Background: an optimization exercise with open tools, aiming at small area and a short achievable clock period. Do not read the settings as production practice. RTL that was checked went through simulation tests only; none was proved equivalent to the original.

==> inputs of run Z <==
==> flow/design.v <==
module register_rename_unit #(
  parameter int NUM_A_REGS = 32,
  parameter int NUM_P_REGS = 64
) (
  input  logic                          clk_i,
  input  logic                          rst_i,
  input  logic                          en_free_reg0_i,
  input  logic                          en_free_reg1_i,
  input  logic [$clog2(NUM_P_REGS)-1:0] free_reg0_i,
  input  logic [$clog2(NUM_P_REGS)-1:0] free_reg1_i,
  input  logic                          en_new_dest0_i,
  input  logic                          en_new_dest1_i,
  input  logic [$clog2(NUM_A_REGS)-1:0] assign_dest0_i,
  input  logic [$clog2(NUM_A_REGS)-1:0] assign_dest1_i,
  input  logic [$clog2(NUM_A_REGS)-1:0] get_src10_i,
  input  logic [$clog2(NUM_A_REGS)-1:0] get_src11_i,
  input  logic [$clog2(NUM_A_REGS)-1:0] get_src20_i,
  input  logic [$clog2(NUM_A_REGS)-1:0] get_src21_i,
  output logic [$clog2(NUM_P_REGS)-1:0] old_dest0_o,
  output logic [$clog2(NUM_P_REGS)-1:0] old_dest1_o,
  output logic [$clog2(NUM_P_REGS)-1:0] p_dest0_o,
  output logic [$clog2(NUM_P_REGS)-1:0] p_dest1_o,
  output logic [$clog2(NUM_P_REGS)-1:0] p_src10_o,
  output logic [$clog2(NUM_P_REGS)-1:0] p_src11_o,
  output logic [$clog2(NUM_P_REGS)-1:0] p_src20_o,
  output logic [$clog2(NUM_P_REGS)-1:0] p_src21_o,
  output logic                          no_pregs_left_o
);
  localparam int AW = 5;
  localparam int PW = 6;
  logic [PW-1:0] rat_q [1:31];
  logic [PW-1:0] ev_q  [16];      
  logic [PW-1:0] od_q  [16];      
  logic [4:0]    head_q, tail_q;
  logic          first_q;         
  logic [5:0]    count_q;         
  logic          ge1_q, ge2_q;    
  logic [PW-1:0] old_dest0_q, old_dest1_q, p_dest0_q, p_dest1_q;
  logic [PW-1:0] p_src10_q, p_src11_q, p_src20_q, p_src21_q;
  function automatic logic [PW-1:0] rat_rd(input logic [AW-1:0] a);
    rat_rd = '0;
    for (int i = 1; i < 32; i++) begin
      if (a == AW'(i)) rat_rd = rat_q[i];
    end
  endfunction
  logic need0, need1, stall, alloc0, alloc1;
  logic [3:0] ev_ri, od_ri;
  logic [PW-1:0] ev_r, od_r, new0, nxt, new1;
  always_comb begin
    need0  = en_new_dest0_i && (assign_dest0_i != '0);
    need1  = en_new_dest1_i && (assign_dest1_i != '0);
    stall  = (need0 && need1) ? !ge2_q : ((need0 || need1) && !ge1_q);
    alloc0 = need0 && !stall;
    alloc1 = need1 && !stall;
    od_ri = head_q[4:1];
    ev_ri = head_q[4:1] + 4'(head_q[0]);
    ev_r  = (first_q && !(head_q == 5'd31)) ? {1'b1, ev_ri, 1'b0} : ev_q[ev_ri];
    od_r  = first_q ? {1'b1, od_ri, 1'b1} : od_q[od_ri];
    new0  = head_q[0] ? od_r : ev_r;
    nxt   = head_q[0] ? ev_r : od_r;
    new1  = alloc0 ? nxt : new0;
  end
  logic fwd11, fwd21, same01;
  logic [PW-1:0] old_dest0_d, old_dest1_d, p_dest0_d, p_dest1_d;
  logic [PW-1:0] p_src10_d, p_src11_d, p_src20_d, p_src21_d;
  always_comb begin
    fwd11  = alloc0 && (get_src11_i == assign_dest0_i);
    fwd21  = alloc0 && (get_src21_i == assign_dest0_i);
    same01 = alloc0 && (assign_dest1_i == assign_dest0_i);
    p_src10_d   = rat_rd(get_src10_i);
    p_src20_d   = rat_rd(get_src20_i);
    p_src11_d   = fwd11 ? new0 : rat_rd(get_src11_i);
    p_src21_d   = fwd21 ? new0 : rat_rd(get_src21_i);
    p_dest0_d   = alloc0 ? new0 : '0;
    p_dest1_d   = alloc1 ? new1 : '0;
    old_dest0_d = alloc0 ? rat_rd(assign_dest0_i) : '0;
    old_dest1_d = alloc1 ? (same01 ? new0 : rat_rd(assign_dest1_i)) : '0;
  end
  logic acc0, acc1, wa_v, wb_v;
  logic [PW-1:0] wa_d, ev_wd, od_wd;
  logic [3:0] ev_wi, od_wi;
  logic ev_we, od_we;
  logic [5:0] count_d;
  logic [4:0] head_d, tail_d;
  logic [5:0] head_sum;
  always_comb begin
    acc0  = en_free_reg0_i && (free_reg0_i != '0);
    acc1  = en_free_reg1_i && (free_reg1_i != '0);
    wa_v  = acc0 || acc1;
    wb_v  = acc0 && acc1;
    wa_d  = acc0 ? free_reg0_i : free_reg1_i;
    od_wi = tail_q[4:1];
    ev_wi = tail_q[4:1] + 4'(tail_q[0]);
    ev_wd = tail_q[0] ? free_reg1_i : wa_d;
    od_wd = tail_q[0] ? wa_d : free_reg1_i;
    ev_we = tail_q[0] ? wb_v : wa_v;
    od_we = tail_q[0] ? wa_v : wb_v;
    tail_d   = tail_q + 5'(acc0) + 5'(acc1);
    head_sum = {1'b0, head_q} + 6'(alloc0) + 6'(alloc1);
    head_d   = head_sum[4:0];
    count_d  = count_q - 6'(alloc0) - 6'(alloc1) + 6'(acc0) + 6'(acc1);
  end
  always_ff @(posedge clk_i or posedge rst_i) begin
    if (rst_i) begin
      for (int i = 1; i < 32; i++) rat_q[i] <= PW'(i);
    end else begin
      for (int i = 1; i < 32; i++) begin
        if (alloc1 && assign_dest1_i == AW'(i)) rat_q[i] <= new1;
        else if (alloc0 && assign_dest0_i == AW'(i)) rat_q[i] <= new0;
      end
    end
  end
  always_ff @(posedge clk_i) begin
    for (int i = 0; i < 16; i++) begin
      if (ev_we && ev_wi == 4'(i)) ev_q[i] <= ev_wd;
      if (od_we && od_wi == 4'(i)) od_q[i] <= od_wd;
    end
  end
  always_ff @(posedge clk_i or posedge rst_i) begin
    if (rst_i) begin
      head_q  <= '0;
      tail_q  <= '0;
      first_q <= 1'b1;
      count_q <= 6'd32;
      ge1_q   <= 1'b1;
      ge2_q   <= 1'b1;
    end else begin
      head_q  <= head_d;
      tail_q  <= tail_d;
      if (head_sum[5]) first_q <= 1'b0;
      count_q <= count_d;
      ge1_q   <= count_d >= 6'd1;
      ge2_q   <= count_d >= 6'd2;
    end
  end
  always_ff @(posedge clk_i or posedge rst_i) begin
    if (rst_i) begin
      old_dest0_q <= '0;
      old_dest1_q <= '0;
      p_dest0_q   <= '0;
      p_dest1_q   <= '0;
      p_src10_q   <= '0;
      p_src11_q   <= '0;
      p_src20_q   <= '0;
      p_src21_q   <= '0;
    end else begin
      old_dest0_q <= old_dest0_d;
      old_dest1_q <= old_dest1_d;
      p_dest0_q   <= p_dest0_d;
      p_dest1_q   <= p_dest1_d;
      p_src10_q   <= p_src10_d;
      p_src11_q   <= p_src11_d;
      p_src20_q   <= p_src20_d;
      p_src21_q   <= p_src21_d;
    end
  end
  assign old_dest0_o     = old_dest0_q;
  assign old_dest1_o     = old_dest1_q;
  assign p_dest0_o       = p_dest0_q;
  assign p_dest1_o       = p_dest1_q;
  assign p_src10_o       = p_src10_q;
  assign p_src11_o       = p_src11_q;
  assign p_src20_o       = p_src20_q;
  assign p_src21_o       = p_src21_q;
  assign no_pregs_left_o = !ge1_q;
endmodule
==> flow/run.sh <==
#!/bin/bash
# synth_recipe.tcl (not shown) runs the flow's synth.tcl, then flattens the netlist and writes it again
# the make line also repeats each setting of config.mk as NAME=value (left out here)
make -C /OpenROAD-flow-scripts/flow DESIGN_CONFIG=/design/flow/config.mk WORK_HOME=/design/flow/orfs CLKGATE_MAP_FILE= SYNTH_SCRIPT=/design/flow/synth_recipe.tcl finish
==> flow/config.mk <==
export PLATFORM = sky130hd
export DESIGN_NAME = register_rename_unit
export DESIGN_NICKNAME = register_rename_unit
export VERILOG_FILES = /design/flow/design.v
export SDC_FILE = /design/flow/constraint.sdc
export NUM_CORES = 4
export LEC_CHECK = 0
export CAP_MARGIN = 20
export CORE_MARGIN = 2
export CORE_UTILIZATION = 25
export SLEW_MARGIN = 20
==> flow/constraint.sdc <==
create_clock -name core_clock -period 5.5 [get_ports {clk_i}]
set_input_delay 1.1000 -clock core_clock [delete_from_list [all_inputs] [get_ports {clk_i}]]
set_output_delay 1.1000 -clock core_clock [all_outputs]
set_load 0.01 [all_outputs]
==> run C (differences from run Z) <==
--- a/flow/design.v
+++ b/flow/design.v
@@ -30,9 +30,10 @@
   localparam int PW = 6;
-  logic [PW-1:0] rat_q [1:31];
-  logic [PW-1:0] ev_q  [16];      
-  logic [PW-1:0] od_q  [16];      
-  logic [4:0]    head_q, tail_q;
-  logic          first_q;         
-  logic [5:0]    count_q;         
-  logic          ge1_q, ge2_q;    
+  logic [PW-1:0]       rat_q [1:31];
+  logic [15:0][PW-1:0] ev_q;      
+  logic [15:0][PW-1:0] od_q;      
+  logic       hp_q, tp_q;
+  logic [3:0] ho_q, he_q, to_q, te_q;
+  logic       first_q;            
+  logic [5:0] count_q;            
+  logic       ge1_q, ge2_q;       
   logic [PW-1:0] old_dest0_q, old_dest1_q, p_dest0_q, p_dest1_q;
@@ -40,9 +41,13 @@
   function automatic logic [PW-1:0] rat_rd(input logic [AW-1:0] a);
+    logic [31:1] sel;
+    for (int i = 1; i < 32; i++) sel[i] = (a == AW'(i));
     rat_rd = '0;
-    for (int i = 1; i < 32; i++) begin
-      if (a == AW'(i)) rat_rd = rat_q[i];
-    end
+    for (int i = 1; i < 32; i++) rat_rd = rat_rd | ({PW{sel[i]}} & rat_q[i]);
+  endfunction
+  function automatic logic [PW-1:0] fl_rd(input logic [15:0][PW-1:0] b,
+                                          input logic [3:0] a);
+    fl_rd = '0;
+    for (int i = 0; i < 16; i++) fl_rd = fl_rd | ({PW{a == 4'(i)}} & b[i]);
   endfunction
   logic need0, need1, stall, alloc0, alloc1;
-  logic [3:0] ev_ri, od_ri;
   logic [PW-1:0] ev_r, od_r, new0, nxt, new1;
@@ -54,9 +59,8 @@
     alloc1 = need1 && !stall;
-    od_ri = head_q[4:1];
-    ev_ri = head_q[4:1] + 4'(head_q[0]);
-    ev_r  = (first_q && !(head_q == 5'd31)) ? {1'b1, ev_ri, 1'b0} : ev_q[ev_ri];
-    od_r  = first_q ? {1'b1, od_ri, 1'b1} : od_q[od_ri];
-    new0  = head_q[0] ? od_r : ev_r;
-    nxt   = head_q[0] ? ev_r : od_r;
-    new1  = alloc0 ? nxt : new0;
+    ev_r  = (first_q && !(hp_q && ho_q == 4'd15)) ? {1'b1, he_q, 1'b0}
+                                                   : fl_rd(ev_q, he_q);
+    od_r  = first_q ? {1'b1, ho_q, 1'b1} : fl_rd(od_q, ho_q);
+    new0  = hp_q ? od_r : ev_r;
+    nxt   = hp_q ? ev_r : od_r;
+    new1  = need0 ? nxt : new0;
   end
@@ -68,3 +72,3 @@
     fwd21  = alloc0 && (get_src21_i == assign_dest0_i);
-    same01 = alloc0 && (assign_dest1_i == assign_dest0_i);
+    same01 = need0 && (assign_dest1_i == assign_dest0_i);
     p_src10_d   = rat_rd(get_src10_i);
@@ -80,7 +84,3 @@
   logic [PW-1:0] wa_d, ev_wd, od_wd;
-  logic [3:0] ev_wi, od_wi;
   logic ev_we, od_we;
-  logic [5:0] count_d;
-  logic [4:0] head_d, tail_d;
-  logic [5:0] head_sum;
   always_comb begin
@@ -91,12 +91,52 @@
     wa_d  = acc0 ? free_reg0_i : free_reg1_i;
-    od_wi = tail_q[4:1];
-    ev_wi = tail_q[4:1] + 4'(tail_q[0]);
-    ev_wd = tail_q[0] ? free_reg1_i : wa_d;
-    od_wd = tail_q[0] ? wa_d : free_reg1_i;
-    ev_we = tail_q[0] ? wb_v : wa_v;
-    od_we = tail_q[0] ? wa_v : wb_v;
-    tail_d   = tail_q + 5'(acc0) + 5'(acc1);
-    head_sum = {1'b0, head_q} + 6'(alloc0) + 6'(alloc1);
-    head_d   = head_sum[4:0];
-    count_d  = count_q - 6'(alloc0) - 6'(alloc1) + 6'(acc0) + 6'(acc1);
+    ev_wd = tp_q ? free_reg1_i : wa_d;
+    od_wd = tp_q ? wa_d : free_reg1_i;
+    ev_we = tp_q ? wb_v : wa_v;
+    od_we = tp_q ? wa_v : wb_v;
+  end
+  logic       hp_d, tp_d;
+  logic [3:0] ho_d, he_d, to_d, te_d;
+  logic       h_wrap;
+  logic [5:0] count_d;
+  logic       ge1_d, ge2_d;
+  logic [4:1] cge;
+  logic [2:0] thr1, thr2;
+  always_comb begin
+    hp_d = hp_q; ho_d = ho_q; he_d = he_q;
+    if (alloc0 && alloc1) begin
+      ho_d = ho_q + 4'd1;
+      he_d = he_q + 4'd1;
+    end else if (alloc0 || alloc1) begin
+      hp_d = !hp_q;
+      if (hp_q) ho_d = ho_q + 4'd1;
+      else      he_d = he_q + 4'd1;
+    end
+    h_wrap = (hp_q && ho_q == 4'd15 && (alloc0 || alloc1))
+          || (!hp_q && ho_q == 4'd15 && alloc0 && alloc1);
+    tp_d = tp_q; to_d = to_q; te_d = te_q;
+    if (acc0 && acc1) begin
+      to_d = to_q + 4'd1;
+      te_d = te_q + 4'd1;
+    end else if (acc0 || acc1) begin
+      tp_d = !tp_q;
+      if (tp_q) to_d = to_q + 4'd1;
+      else      te_d = te_q + 4'd1;
+    end
+    count_d = count_q - 6'(alloc0) - 6'(alloc1) + 6'(acc0) + 6'(acc1);
+    for (int k = 1; k <= 4; k++) cge[k] = count_q >= 6'(k);
+    thr1 = 3'd1 + 3'(alloc0) + 3'(alloc1) - 3'(acc0) - 3'(acc1);
+    thr2 = 3'd2 + 3'(alloc0) + 3'(alloc1) - 3'(acc0) - 3'(acc1);
+    case (thr1)
+      3'd1: ge1_d = cge[1];
+      3'd2: ge1_d = cge[2];
+      3'd3: ge1_d = cge[3];
+      default: ge1_d = 1'b1;    
+    endcase
+    case (thr2)
+      3'd1: ge2_d = cge[1];
+      3'd2: ge2_d = cge[2];
+      3'd3: ge2_d = cge[3];
+      3'd4: ge2_d = cge[4];
+      default: ge2_d = 1'b1;    
+    endcase
   end
@@ -114,4 +154,4 @@
     for (int i = 0; i < 16; i++) begin
-      if (ev_we && ev_wi == 4'(i)) ev_q[i] <= ev_wd;
-      if (od_we && od_wi == 4'(i)) od_q[i] <= od_wd;
+      if (ev_we && te_q == 4'(i)) ev_q[i] <= ev_wd;
+      if (od_we && to_q == 4'(i)) od_q[i] <= od_wd;
     end
@@ -120,4 +160,8 @@
     if (rst_i) begin
-      head_q  <= '0;
-      tail_q  <= '0;
+      hp_q    <= 1'b0;
+      ho_q    <= '0;
+      he_q    <= '0;
+      tp_q    <= 1'b0;
+      to_q    <= '0;
+      te_q    <= '0;
       first_q <= 1'b1;
@@ -127,8 +171,12 @@
     end else begin
-      head_q  <= head_d;
-      tail_q  <= tail_d;
-      if (head_sum[5]) first_q <= 1'b0;
+      hp_q    <= hp_d;
+      ho_q    <= ho_d;
+      he_q    <= he_d;
+      tp_q    <= tp_d;
+      to_q    <= to_d;
+      te_q    <= te_d;
+      if (h_wrap) first_q <= 1'b0;
       count_q <= count_d;
-      ge1_q   <= count_d >= 6'd1;
-      ge2_q   <= count_d >= 6'd2;
+      ge1_q   <= ge1_d;
+      ge2_q   <= ge2_d;
     end
Settings changed: CORE_UTILIZATION 25 to 40, SETUP_SLACK_MARGIN set to 3.0.
==> run notes <==
quantity	run Z	run C
DIE HEIGHT	378.0 µm	266.1 µm
Total number of clock tree sinks	445	453
Number of setup buffers added after CTS	0	205
Post-synthesis share of cell area spent on and, or, nand and nor gates	19.87%	16.75%
Synthesized instance count	4191	2776
Count of synthesis-stage warnings from yosys	4	2
Xor-xnor portion of the synthesized cell area	0.9016%	1.084%
Sequential-to-total area share from yosys stat	34.89%	45.13%
Share of Yosys cell area claimed by the top area cell type	16.49%	20.98%
Arithmetic-cell share of the synthesized area counting full adders, half adders and majority gates	0.7728%	2.003%
Pre-CTS setup slack	0.4365 ns	0.5958 ns
Proportion of synthesized flip-flops having asynchronous set or reset	56.85%	57.62%
Floorplan die width	378.0 µm	266.1 µm
Run status	no timing/DRC/antenna violations	aborted with a tool error
Last stage reached	-	global routing
Complex-gate fraction of the synthesized area	29.96%	26.24%
Cell Rows	137	96
Post-synth net total	4256	2865
Most frequently used cell type in the post-synthesis netlist	nor2_1	a22oi_1
Cell area after technology mapping	34970 µm²	27480 µm²
For run C, only the layout was checked, not whether the RTL still works.

## static timing again, ports no longer ideal
The flow's constraints put no driver on any port. The routed layout listed below was extracted and timed again, unchanged, in two steps.
Step 1 (the two cells are an assumption about what drives the block):
set clk [get_ports {clk_i}]
set_driving_cell -lib_cell sky130_fd_sc_hd__clkbuf_16 $clk
set_driving_cell -lib_cell sky130_fd_sc_hd__buf_2 [delete_from_list [all_inputs] $clk]
Step 2 moves the port delays by t, midway between the first and last clock arrival at a register: inputs arrive t later, outputs are due t later. That takes back most of the time a late clock gives input paths.
a / b / c = ideal ports / drivers / drivers and shift; a / b = the first two.
run: run Z
shift t [ns]: 0.744
slack for setup (ns): 0.905 / 0.905 / 0.352
worst hold slack (ns): 0.585 / 0.585 / 0.585
clock arrival spread, ns: 0.078 / 0.078
After both steps setup and hold are still met in run Z. The setup slack of run Z moves by 0.000 ns with the drivers and by -0.553 ns with both steps.
